This design comes from an exercise in tuning for small area and a short achievable clock period on the open sky130 flow, not from production work.
Only simulation tests tie the RTL to the original design; equivalence was not proved.
No driver is modelled on the clock port, so clocking that relies on it looks cheaper here than on a real chip.
Power figures rest on the tool's default switching activity, not on a simulated workload.

==> module fpu_8097_stack_ctl, before the edit <==
module fpu_8097_stack_ctl #(
    parameter int DEPTH = 8,
    parameter int WIDTH = 80,
    localparam int TOPW = $clog2(DEPTH)
) (
    input  logic             clk,
    input  logic             rst,
    input  logic             op_valid,
    output logic             op_ready,
    input  logic [2:0]       op_code,
    input  logic [TOPW-1:0]  op_idx,
    input  logic [WIDTH-1:0] op_wdata,
    output logic             rsp_valid,
    input  logic             rsp_ready,
    output logic [WIDTH-1:0] rsp_data,
    output logic [7:0]       rsp_fault,
    input  logic             sw_clr,
    output logic [15:0]      sw,
    output logic [TOPW-1:0]  top,
    output logic [DEPTH-1:0] tag
);
    logic [DEPTH-1:0][WIDTH-1:0] mem;      
    logic [DEPTH-1:0][TOPW-1:0]  rel;      
    logic [DEPTH-1:0]            rtag;     
    logic [DEPTH-1:0]            sel;      
    logic                        f_any, f_ovf, f_ill;
    logic                        ie, c1;
    logic             acc, is_push, is_pop, is_read, is_wr, is_xch, is_free;
    logic             t0, t7, t_i, ovf, unf, ok_push, ok_pop, ok_xch, rd_ok;
    logic [TOPW-1:0]  ridx;
    logic [DEPTH-1:0] didx, rtag_n, nsel, wen, hit_i, hit_0, hit_7, rsel, pdec, tag_n;
    logic [WIDTH-1:0] rd;
    assign op_ready = !rsp_valid || rsp_ready;
    assign acc      = op_valid && op_ready;
    assign is_push = op_code == 3'd1;
    assign is_pop  = op_code == 3'd2;
    assign is_read = op_code == 3'd3;
    assign is_wr   = op_code == 3'd4;
    assign is_xch  = op_code == 3'd5;
    assign is_free = op_code == 3'd6;
    assign t0  = rtag[0];
    assign t7  = rtag[DEPTH-1];
    fpu_8097_stack_dec u_dec (.a(op_idx), .y(didx));
    assign t_i = |(didx & rtag);
    assign ok_push = is_push && !t7;
    assign ok_pop  = is_pop && t0;
    assign ok_xch  = is_xch && t0 && t_i;
    assign ovf     = is_push && t7;
    assign unf     = (is_pop && !t0) || (is_read && !t_i) || (is_xch && !(t0 && t_i));
    assign rd_ok   = ok_pop || ok_xch || (is_read && t_i);
    always_comb
        for (int s = 0; s < DEPTH; s++) begin
            hit_i[s] = rel[s] == op_idx;
            hit_0[s] = rel[s] == '0;
            hit_7[s] = rel[s] == TOPW'(DEPTH - 1);
        end
    assign wen = {DEPTH{acc}} & (({DEPTH{ok_push}} & hit_7) | ({DEPTH{is_wr}} & hit_i));
    always_ff @(posedge clk)
        for (int s = 0; s < DEPTH; s++)
            if (wen[s]) mem[s] <= op_wdata;
    assign rsel = is_read ? hit_i : hit_0;
    assign nsel = acc ? (rsel & {DEPTH{rd_ok}}) : sel;
    fpu_8097_stack_rdmux #(.DEPTH(DEPTH), .WIDTH(WIDTH)) u_rdmux (
        .mem(mem), .sel(nsel), .rd(rd)
    );
    always_comb
        for (int k = 0; k < DEPTH; k++)
            pdec[k] = TOPW'(TOPW'(k) - top) == op_idx;
    always_comb begin
        tag_n = tag;
        if (ok_push) tag_n[TOPW'(top - 1'b1)] = 1'b1;
        if (ok_pop)  tag_n[top] = 1'b0;
        if (is_wr)   tag_n = tag_n | pdec;
        if (is_free) tag_n = tag_n & ~pdec;
    end
    always_comb begin
        rtag_n = rtag;
        if (ok_push) rtag_n = {rtag[DEPTH-2:0], 1'b1};
        if (ok_pop)  rtag_n = {1'b0, rtag[DEPTH-1:1]};
        if (is_wr)   rtag_n = rtag_n | didx;
        if (is_free) rtag_n = rtag_n & ~didx;
    end
    assign rsp_fault = {3'b000, f_any, 2'b00, f_ill, f_ovf};
    assign sw        = {2'b00, top, 1'b0, c1, 1'b0, ie, ie, 5'b00000, ie};
    always_ff @(posedge clk or posedge rst) begin
        if (rst) begin
            top       <= '0;
            tag       <= '0;
            rtag      <= '0;
            sel       <= '0;
            for (int s = 0; s < DEPTH; s++) rel[s] <= TOPW'(s);
            rsp_data  <= '0;
            f_any     <= 1'b0;
            f_ovf     <= 1'b0;
            f_ill     <= 1'b0;
            ie        <= 1'b0;
            c1        <= 1'b0;
            rsp_valid <= 1'b0;
        end else begin
            if (acc) begin
                if (ok_push) top <= top - 1'b1;
                else if (ok_pop) top <= top + 1'b1;
                tag  <= tag_n;
                rtag <= rtag_n;
                for (int s = 0; s < DEPTH; s++) begin
                    if (ok_push) rel[s] <= rel[s] + 1'b1;
                    else if (ok_pop) rel[s] <= rel[s] - 1'b1;
                    else if (ok_xch && hit_0[s]) rel[s] <= op_idx;
                    else if (ok_xch && hit_i[s]) rel[s] <= '0;
                end
                f_any    <= unf || ovf || op_code == 3'd7;
                f_ovf    <= ovf;
                f_ill    <= op_code == 3'd7;
            end
            sel       <= nsel;
            rsp_data  <= rd;
            rsp_valid <= acc || (rsp_valid && !rsp_ready);
            ie <= (acc && (ovf || unf)) || (ie && !sw_clr);
            c1 <= (acc && (ovf || unf)) ? ovf : (c1 && !sw_clr);
        end
    end
endmodule
export LEC_CHECK = 0
export CAP_MARGIN = 20
export CORE_MARGIN = 2
export CORE_UTILIZATION = 60
export SETUP_SLACK_MARGIN = 2.6
export SLEW_MARGIN = 20
export SYNTH_HIERARCHICAL = 1
export TNS_END_PERCENT = 10
create_clock -name core_clock -period 5.0 [get_ports {clk}]
standard.sh (not shown) runs the stock make flow with config.mk's settings and CLKGATE_MAP_FILE= SYNTH_SCRIPT=/design/flow/synth_recipe.tcl, a recipe that flattens the netlist after the stock synthesis.
==> flow/flow/run.sh <==
#!/bin/bash
# Standard ORFS layout with these changes: ports buffered with plain buffers
# instead of delay cells, the buffers of timing-critical inputs sized for their
# load before CTS (flow/size_ports.tcl), the resizer allowed to change a cell's
# footprint, and a clock tree of smaller buffers without dummy loads.
set -euo pipefail
here=$(pwd)
bash standard.sh BUFFER_PORTS_ARGS="-buffer_cell sky130_fd_sc_hd__buf_2" MATCH_CELL_FOOTPRINT=0 \
  PRE_CTS_TCL="$here/flow/size_ports.tcl" \
  CTS_ARGS="-sink_clustering_enable -repair_clock_nets -buf_list sky130_fd_sc_hd__clkbuf_4 -sink_clustering_size 9 -sink_clustering_max_diameter 45 -dont_use_dummy_load" \
  finish > standard_flow.log 2>&1
==> flow/flow/size_ports.tcl <==
# Size the buffers of timing-critical input ports for the load they drive:
# repair_timing leaves the buffers that buffer_ports inserted at their first size.
estimate_parasitics -placement
foreach inst [get_cells input*] {
  set out [get_pins -of_objects $inst -filter "direction==output"]
  if {[get_property $out slack_max] > 2.5} { continue }
  set fo [llength [get_pins -of_objects [get_nets -of_objects $out] -filter "direction==input"]]
  if {$fo >= 12} {
    set cell sky130_fd_sc_hd__buf_8
  } elseif {$fo >= 6} {
    set cell sky130_fd_sc_hd__buf_6
  } elseif {$fo >= 3} {
    set cell sky130_fd_sc_hd__buf_4
  } else {
    continue
  }
  puts "size_ports: [get_full_name $inst] fanout $fo slack [get_property $out slack_max] -> $cell"
  replace_cell $inst [get_lib_cells $cell]
}
Change:
--- a/flow/design.v
+++ b/flow/design.v
@@ -21,15 +21,16 @@
 );
     logic [DEPTH-1:0][WIDTH-1:0] mem;      
     logic [DEPTH-1:0][TOPW-1:0]  rel;      
     logic [DEPTH-1:0]            rtag;     
+    logic [DEPTH-1:0]            vs;       
     logic [DEPTH-1:0]            sel;      
     logic                        f_any, f_ovf, f_ill;
     logic                        ie, c1;
     logic             acc, is_push, is_pop, is_read, is_wr, is_xch, is_free;
-    logic             t0, t7, t_i, ovf, unf, ok_push, ok_pop, ok_xch, rd_ok;
+    logic             t0, t7, t_i, ovf, unf, ok_push, ok_pop, ok_xch;
     logic [TOPW-1:0]  ridx;
-    logic [DEPTH-1:0] didx, rtag_n, nsel, wen, hit_i, hit_0, hit_7, rsel, pdec, tag_n;
+    logic [DEPTH-1:0] didx, vs_n, rtag_n, nsel, wen, hit_i, hit_0, hit_7, rsel, pdec, tag_n;
     logic [WIDTH-1:0] rd;
     assign op_ready = !rsp_valid || rsp_ready;
     assign acc      = op_valid && op_ready;
     assign is_push = op_code == 3'd1;
@@ -46,9 +47,8 @@
     assign ok_pop  = is_pop && t0;
     assign ok_xch  = is_xch && t0 && t_i;
     assign ovf     = is_push && t7;
     assign unf     = (is_pop && !t0) || (is_read && !t_i) || (is_xch && !(t0 && t_i));
-    assign rd_ok   = ok_pop || ok_xch || (is_read && t_i);
     always_comb
         for (int s = 0; s < DEPTH; s++) begin
             hit_i[s] = rel[s] == op_idx;
             hit_0[s] = rel[s] == '0;
@@ -57,10 +57,11 @@
     assign wen = {DEPTH{acc}} & (({DEPTH{ok_push}} & hit_7) | ({DEPTH{is_wr}} & hit_i));
     always_ff @(posedge clk)
         for (int s = 0; s < DEPTH; s++)
             if (wen[s]) mem[s] <= op_wdata;
-    assign rsel = is_read ? hit_i : hit_0;
-    assign nsel = acc ? (rsel & {DEPTH{rd_ok}}) : sel;
+    assign rsel = ({DEPTH{is_read}} & hit_i & vs) | ({DEPTH{ok_pop}} & hit_0) |
+                  ({DEPTH{ok_xch}} & hit_0);
+    assign nsel = acc ? rsel : sel;
     fpu_8097_stack_rdmux #(.DEPTH(DEPTH), .WIDTH(WIDTH)) u_rdmux (
         .mem(mem), .sel(nsel), .rd(rd)
     );
     always_comb
@@ -71,8 +72,15 @@
         if (ok_push) tag_n[TOPW'(top - 1'b1)] = 1'b1;
         if (ok_pop)  tag_n[top] = 1'b0;
         if (is_wr)   tag_n = tag_n | pdec;
         if (is_free) tag_n = tag_n & ~pdec;
+    end
+    always_comb begin
+        vs_n = vs;
+        if (is_push) vs_n = vs_n | hit_7;
+        if (is_pop)  vs_n = vs_n & ~hit_0;
+        if (is_wr)   vs_n = vs_n | hit_i;
+        if (is_free) vs_n = vs_n & ~hit_i;
     end
     always_comb begin
         rtag_n = rtag;
         if (ok_push) rtag_n = {rtag[DEPTH-2:0], 1'b1};
@@ -86,8 +94,9 @@
         if (rst) begin
             top       <= '0;
             tag       <= '0;
             rtag      <= '0;
+            vs        <= '0;
             sel       <= '0;
             for (int s = 0; s < DEPTH; s++) rel[s] <= TOPW'(s);
             rsp_data  <= '0;
             f_any     <= 1'b0;
@@ -101,8 +110,9 @@
                 if (ok_push) top <= top - 1'b1;
                 else if (ok_pop) top <= top + 1'b1;
                 tag  <= tag_n;
                 rtag <= rtag_n;
+                vs   <= vs_n;
                 for (int s = 0; s < DEPTH; s++) begin
                     if (ok_push) rel[s] <= rel[s] + 1'b1;
                     else if (ok_pop) rel[s] <= rel[s] - 1'b1;
                     else if (ok_xch && hit_0[s]) rel[s] <= op_idx;
Worst setup slack is worse by 0.051 ns.
Total power went down by a few percent.
Wire length went up by roughly a tenth.
Critical path depth went up by 1.
Core utilization went up by 2.1 points.
First-iteration DRC count went up by a little under a tenth.
Fmax went down slightly.
Die area went up slightly.
Via count went up by a few percent.
Sequential share of layout area went down by 2.9 points.
Final cell count went up by a few percent.
Clock skew went down by 0.0099 ns.
Synthesized cell count went up by a few percent.

## re-timing with driven ports
How much do the figures lean on ideal ports? The routed layouts below were timed once more, with nothing changed but the port constraints. Step 1 assumes that a clkbuf_16 drives the clock port and a buf_2 every other input. Step 2, shift: input delay + t, output delay - t, t = (earliest + latest rising clock arrival at the registers) / 2. This alone moves slack from input paths to output paths. a / b / c = ideal ports / drivers / drivers and shift; a / b = the first two.
run	t, ns	slack for setup (ns)	worst setup path after step 2	worst data-port slew with drivers (ns)	pins driven straight from the clock port
the first run	0.879	2.453 / 2.445 / 1.566	input to register	0.10	1
the second run	0.919	2.403 / 2.292 / 1.373	input to register	0.19	1
After both steps setup and hold are still met in every run listed. The setup slack of the second run, which loses most, moves by -0.111 ns with the drivers and by -1.030 ns with both steps.
